This is an optimization exercise on Yosys and OpenROAD, whose aim is a short achievable clock period and few clock cycles per item, not a production implementation.
Function was checked by simulation only, so behaviour that the tests miss may differ from the original.
No activity file was given, so power comes from the tool's default toggle rates.

==> flow/design.v <==
`timescale 1ns/1ps
package hash_pkg;
  localparam logic [1:0] OP_NOP    = 2'd0;
  localparam logic [1:0] OP_SEARCH = 2'd1;
  localparam logic [1:0] OP_INSERT = 2'd2;
  localparam logic [1:0] OP_DELETE = 2'd3;
  localparam logic [2:0] RES_MISS     = 3'd0;   
  localparam logic [2:0] RES_FOUND    = 3'd1;
  localparam logic [2:0] RES_INSERTED = 3'd2;   
  localparam logic [2:0] RES_UPDATED  = 3'd3;   
  localparam logic [2:0] RES_FULL     = 3'd4;
  localparam logic [2:0] RES_DELETED  = 3'd5;
  localparam int KEY_WIDTH       = 16;
  localparam int VAL_WIDTH       = 16;
  localparam int NUM_SLOTS       = 4;
  localparam int SLOT_WIDTH      = KEY_WIDTH + VAL_WIDTH;   
  localparam int LINE_WIDTH      = NUM_SLOTS * SLOT_WIDTH;   
  localparam int SLOT_SEL_WIDTH  = $clog2(NUM_SLOTS);
  localparam int MAX_INDEX_WIDTH = 8;
  localparam int CTX_INDEX_LSB = 0;
  localparam int CTX_DATA_LSB  = MAX_INDEX_WIDTH;
  localparam int CTX_KEY_LSB   = CTX_DATA_LSB + VAL_WIDTH;
  localparam int CTX_OP_LSB    = CTX_KEY_LSB + KEY_WIDTH;
  localparam int CTX_WIDTH     = CTX_OP_LSB + 2;
  localparam int RESULT_WIDTH = 3 + VAL_WIDTH;
endpackage
`timescale 1ns/1ps
module process_engine #(
  parameter int INDEX_WIDTH  = 4,
  parameter int READ_LATENCY = 2
) (
  input  logic                           clock,
  input  logic                           reset,
  input  logic                           input_valid,
  input  logic [1:0]                     opcode,
  input  logic [hash_pkg::KEY_WIDTH-1:0] key,
  input  logic [hash_pkg::VAL_WIDTH-1:0] wr_data,
  output logic                           stall,
  output logic                           output_valid,
  output logic [hash_pkg::VAL_WIDTH-1:0] val_out,
  output logic [2:0]                     rescode
);
  localparam int NB = 16;                   
  localparam int NS = hash_pkg::NUM_SLOTS;  
  localparam int NE = NB * NS;              
  localparam int KW = hash_pkg::KEY_WIDTH;
  localparam int VW = hash_pkg::VAL_WIDTH;
  localparam int NP = 8;                    
  logic [NE-1:0]    t_valid;
  logic [NE*KW-1:0] t_key;
  logic [NE*VW-1:0] t_val;
  assign stall = 1'b0;
  logic          a_v, h_v, b_v, c_v, d_v;
  logic [1:0]    a_op, h_op, b_op;
  logic [KW-1:0] a_key, h_key, b_key, c_key, d_key;
  logic [VW-1:0] a_data, h_data, b_data, c_data;
  logic [NB-1:0] a_boh, h_boh, b_boh, c_boh, d_boh;   
  logic          a_kz, h_kz, b_kz;                    
  logic [NE-1:0] h_match;                
  logic [NS-1:0] h_free, b_free;         
  logic [NS-1:0] b_hit;                  
  logic          b_sk1, b_sb1;           
  logic          b_sk2, b_sb2;           
  logic          b_sk3, b_sb3;           
  logic [2:0]    c_code, d_code;
  logic          c_prs, d_prs, e_prs;    
  logic [NS-1:0] c_slot, d_slot, e_slot;   
  logic [NS-1:0] c_free, d_free, e_free;   
  logic [NS-1:0] c_wr;                   
  logic [NS-1:0] c_del;                  
  logic [NS-1:0] c_rd;                   
  logic [VW-1:0] d_part [NP];            
  always_ff @(posedge clock) begin
    a_v    <= !reset && input_valid && (opcode != hash_pkg::OP_NOP);
    a_op   <= opcode;
    a_key  <= key;
    a_data <= wr_data;
    a_boh  <= NB'(1) << (key[3:0] ^ key[7:4] ^ key[11:8] ^ key[15:12]);
    a_kz   <= (key == '0);
  end
  logic [NE-1:0] a_match;
  logic [NS-1:0] a_free;
  always_comb begin
    for (int e = 0; e < NE; e++) begin
      a_match[e] = t_valid[e] && (t_key[e*KW +: KW] == a_key);
    end
    for (int s = 0; s < NS; s++) begin
      a_free[s] = 1'b1;
      for (int b = 0; b < NB; b++) begin
        a_free[s] = a_free[s] & !(a_boh[b] && t_valid[b*NS+s]);
      end
    end
  end
  always_ff @(posedge clock) begin
    h_v     <= !reset && a_v;
    h_op    <= a_op;
    h_key   <= a_key;
    h_data  <= a_data;
    h_boh   <= a_boh;
    h_kz    <= a_kz;
    h_match <= a_match;
    h_free  <= a_free;
  end
  logic [NS-1:0] h_hit;
  always_comb begin
    for (int s = 0; s < NS; s++) begin
      h_hit[s] = 1'b0;
      for (int b = 0; b < NB; b++) begin
        h_hit[s] = h_hit[s] | h_match[b*NS+s];
      end
    end
  end
  always_ff @(posedge clock) begin
    b_v    <= !reset && h_v;
    b_op   <= h_op;
    b_key  <= h_key;
    b_data <= h_data;
    b_boh  <= h_boh;
    b_kz   <= h_kz;
    b_hit  <= h_hit;
    b_free <= h_free;
    b_sk1  <= b_v && (b_key == h_key);
    b_sb1  <= b_v && (b_boh == h_boh);
    b_sk2  <= c_v && (c_key == h_key);
    b_sb2  <= c_v && (c_boh == h_boh);
    b_sk3  <= d_v && (d_key == h_key);
    b_sb3  <= d_v && (d_boh == h_boh);
  end
  logic [NS-1:0] hit, free, flo, wr_slot, del_slot;
  logic          any_hit, any_free, is_s, is_i, is_d, ins_new, upd, del;
  logic [2:0]    code;
  always_comb begin
    if (b_sk1)      hit = c_prs ? c_slot : '0;
    else if (b_sk2) hit = d_prs ? d_slot : '0;
    else if (b_sk3) hit = e_prs ? e_slot : '0;
    else            hit = b_hit;
    if (b_sb1)      free = c_free;
    else if (b_sb2) free = d_free;
    else if (b_sb3) free = e_free;
    else            free = b_free;
    any_hit  = |hit;
    any_free = |free;
    flo[0]   = free[0];
    flo[1]   = free[1] && !free[0];
    flo[2]   = free[2] && !free[1] && !free[0];
    flo[3]   = free[3] && !free[2] && !free[1] && !free[0];
    is_s     = (b_op == hash_pkg::OP_SEARCH);
    is_i     = (b_op == hash_pkg::OP_INSERT);
    is_d     = (b_op == hash_pkg::OP_DELETE);
    upd      = b_v && is_i && any_hit;
    ins_new  = b_v && is_i && !any_hit && any_free && !b_kz;
    del      = b_v && is_d && any_hit;
    wr_slot  = (upd ? hit : '0) | (ins_new ? flo : '0);
    del_slot = del ? hit : '0;
    if (is_s)      code = any_hit ? hash_pkg::RES_FOUND : hash_pkg::RES_MISS;
    else if (is_i) code = any_hit ? hash_pkg::RES_UPDATED :
                          (any_free ? hash_pkg::RES_INSERTED : hash_pkg::RES_FULL);
    else if (is_d) code = any_hit ? hash_pkg::RES_DELETED : hash_pkg::RES_MISS;
    else           code = hash_pkg::RES_MISS;
  end
  always_ff @(posedge clock) begin
    c_v    <= !reset && b_v;
    c_key  <= b_key;
    c_data <= b_data;
    c_boh  <= b_boh;
    c_code <= code;
    c_prs  <= is_s ? any_hit : (is_i ? (any_hit || (any_free && !b_kz)) : 1'b0);
    c_slot <= any_hit ? hit : flo;
    c_free <= (free & ~(ins_new ? flo : '0)) | del_slot;
    c_wr   <= wr_slot;
    c_del  <= del_slot;
    c_rd   <= is_s ? hit : '0;
  end
  for (genvar e = 0; e < NE; e++) begin : g_entry
    always_ff @(posedge clock) begin
      if (reset) begin
        t_valid[e] <= 1'b0;
      end else if (c_v && c_boh[e/NS] && c_wr[e%NS]) begin
        t_valid[e] <= 1'b1;
      end else if (c_v && c_boh[e/NS] && c_del[e%NS]) begin
        t_valid[e] <= 1'b0;
      end
    end
    always_ff @(posedge clock) begin
      if (c_v && c_boh[e/NS] && c_wr[e%NS]) begin
        t_key[e*KW +: KW] <= c_key;
        t_val[e*VW +: VW] <= c_data;
      end
    end
  end
  logic [VW-1:0] rd_part [NP];
  always_comb begin
    for (int g = 0; g < NP; g++) begin
      rd_part[g] = '0;
      for (int e = g*NE/NP; e < (g+1)*NE/NP; e++) begin
        if (c_boh[e/NS] && c_rd[e%NS]) rd_part[g] = rd_part[g] | t_val[e*VW +: VW];
      end
    end
  end
  always_ff @(posedge clock) begin
    d_v    <= !reset && c_v;
    d_key  <= c_key;
    d_boh  <= c_boh;
    d_code <= c_code;
    d_prs  <= c_prs;
    d_slot <= c_slot;
    d_free <= c_free;
    for (int g = 0; g < NP; g++) d_part[g] <= rd_part[g];
  end
  always_ff @(posedge clock) begin
    output_valid <= !reset && d_v;
    rescode      <= d_code;
    val_out      <= d_part[0] | d_part[1] | d_part[2] | d_part[3] |
                    d_part[4] | d_part[5] | d_part[6] | d_part[7];
    e_prs        <= d_prs;
    e_slot       <= d_slot;
    e_free       <= d_free;
  end
endmodule
clock: 5.0 ns
lec_check: 0
abc_clock_period_in_ps: 2000
cap_margin: 20
core_margin: 2
core_utilization: 62
cts_cluster_diameter: 100
cts_cluster_size: 20
setup_slack_margin: 3.0
slew_margin: 20
run.sh (not shown) runs the stock make flow with config.mk's settings and CLKGATE_MAP_FILE= SYNTH_SCRIPT=/design/flow/synth_recipe.tcl, a recipe that flattens the netlist after the stock synthesis.
Testbench counts at the start, summed over its fixed seeds: cycles 16,048, items 16,000.
Next try:
--- a/flow/config.mk
+++ b/flow/config.mk
@@ -11 +11 @@
-export CORE_UTILIZATION = 62
+export CORE_UTILIZATION = 55
After rerunning: The changed run ran to the end with no violations. Power barely changes. Fmax goes up by about 0.8%. Worst setup slack improves by 0.018 ns. Design area is about the same. Die area goes up by about 13%. Via count goes down by 2.3%. Combinational power goes up by about 4%. Synthesized cell count is unchanged. Final cell count goes up by about 2.4%. Sequential share of layout area goes down by 0.13 points.
Next try:
--- a/flow/config.mk
+++ b/flow/config.mk
@@ -11,3 +11,3 @@
-export CORE_UTILIZATION = 55
-export CTS_CLUSTER_DIAMETER = 100
-export CTS_CLUSTER_SIZE = 20
+export CORE_UTILIZATION = 70
+export CTS_CLUSTER_DIAMETER = 80
+export CTS_CLUSTER_SIZE = 25
After rerunning:
- The new run ran to the end with no violations
- clock power came out lower by roughly a tenth
- non-clock buffer count came out lower by 16
- wire length came out lower by a few percent
- clock-buffer cell count came out lower by 58
- synthesized area does not change

==> what the ideal ports hide <==
In the flow no input, the clock included, has a driving cell. The finished layouts below were timed again as built, in two steps. Step 1: set_driving_cell puts a clkbuf_16 on clock and a buf_2 on each other input, an assumption about the parent block. Step 2 also shifts input and output timing later by t, the mid clock arrival at the registers, as if the neighbouring blocks saw the same clock. Slacks: ideal / step 1 / step 2; pairs: ideal / step 1.
run	t (ns)	setup slack, ns	latest minus earliest clock arrival (ns)
the first run	0.908	2.723 / 2.633 / 2.451	0.031 / 0.032
the second run	0.903	2.741 / 2.649 / 2.397	0.038 / 0.039
the third run	0.882	2.707 / 2.627 / 2.516	0.048 / 0.048
After both steps every run listed still meets setup and hold. The setup slack of the second run, which loses most, moves by -0.092 ns with the drivers and by -0.344 ns with both steps.
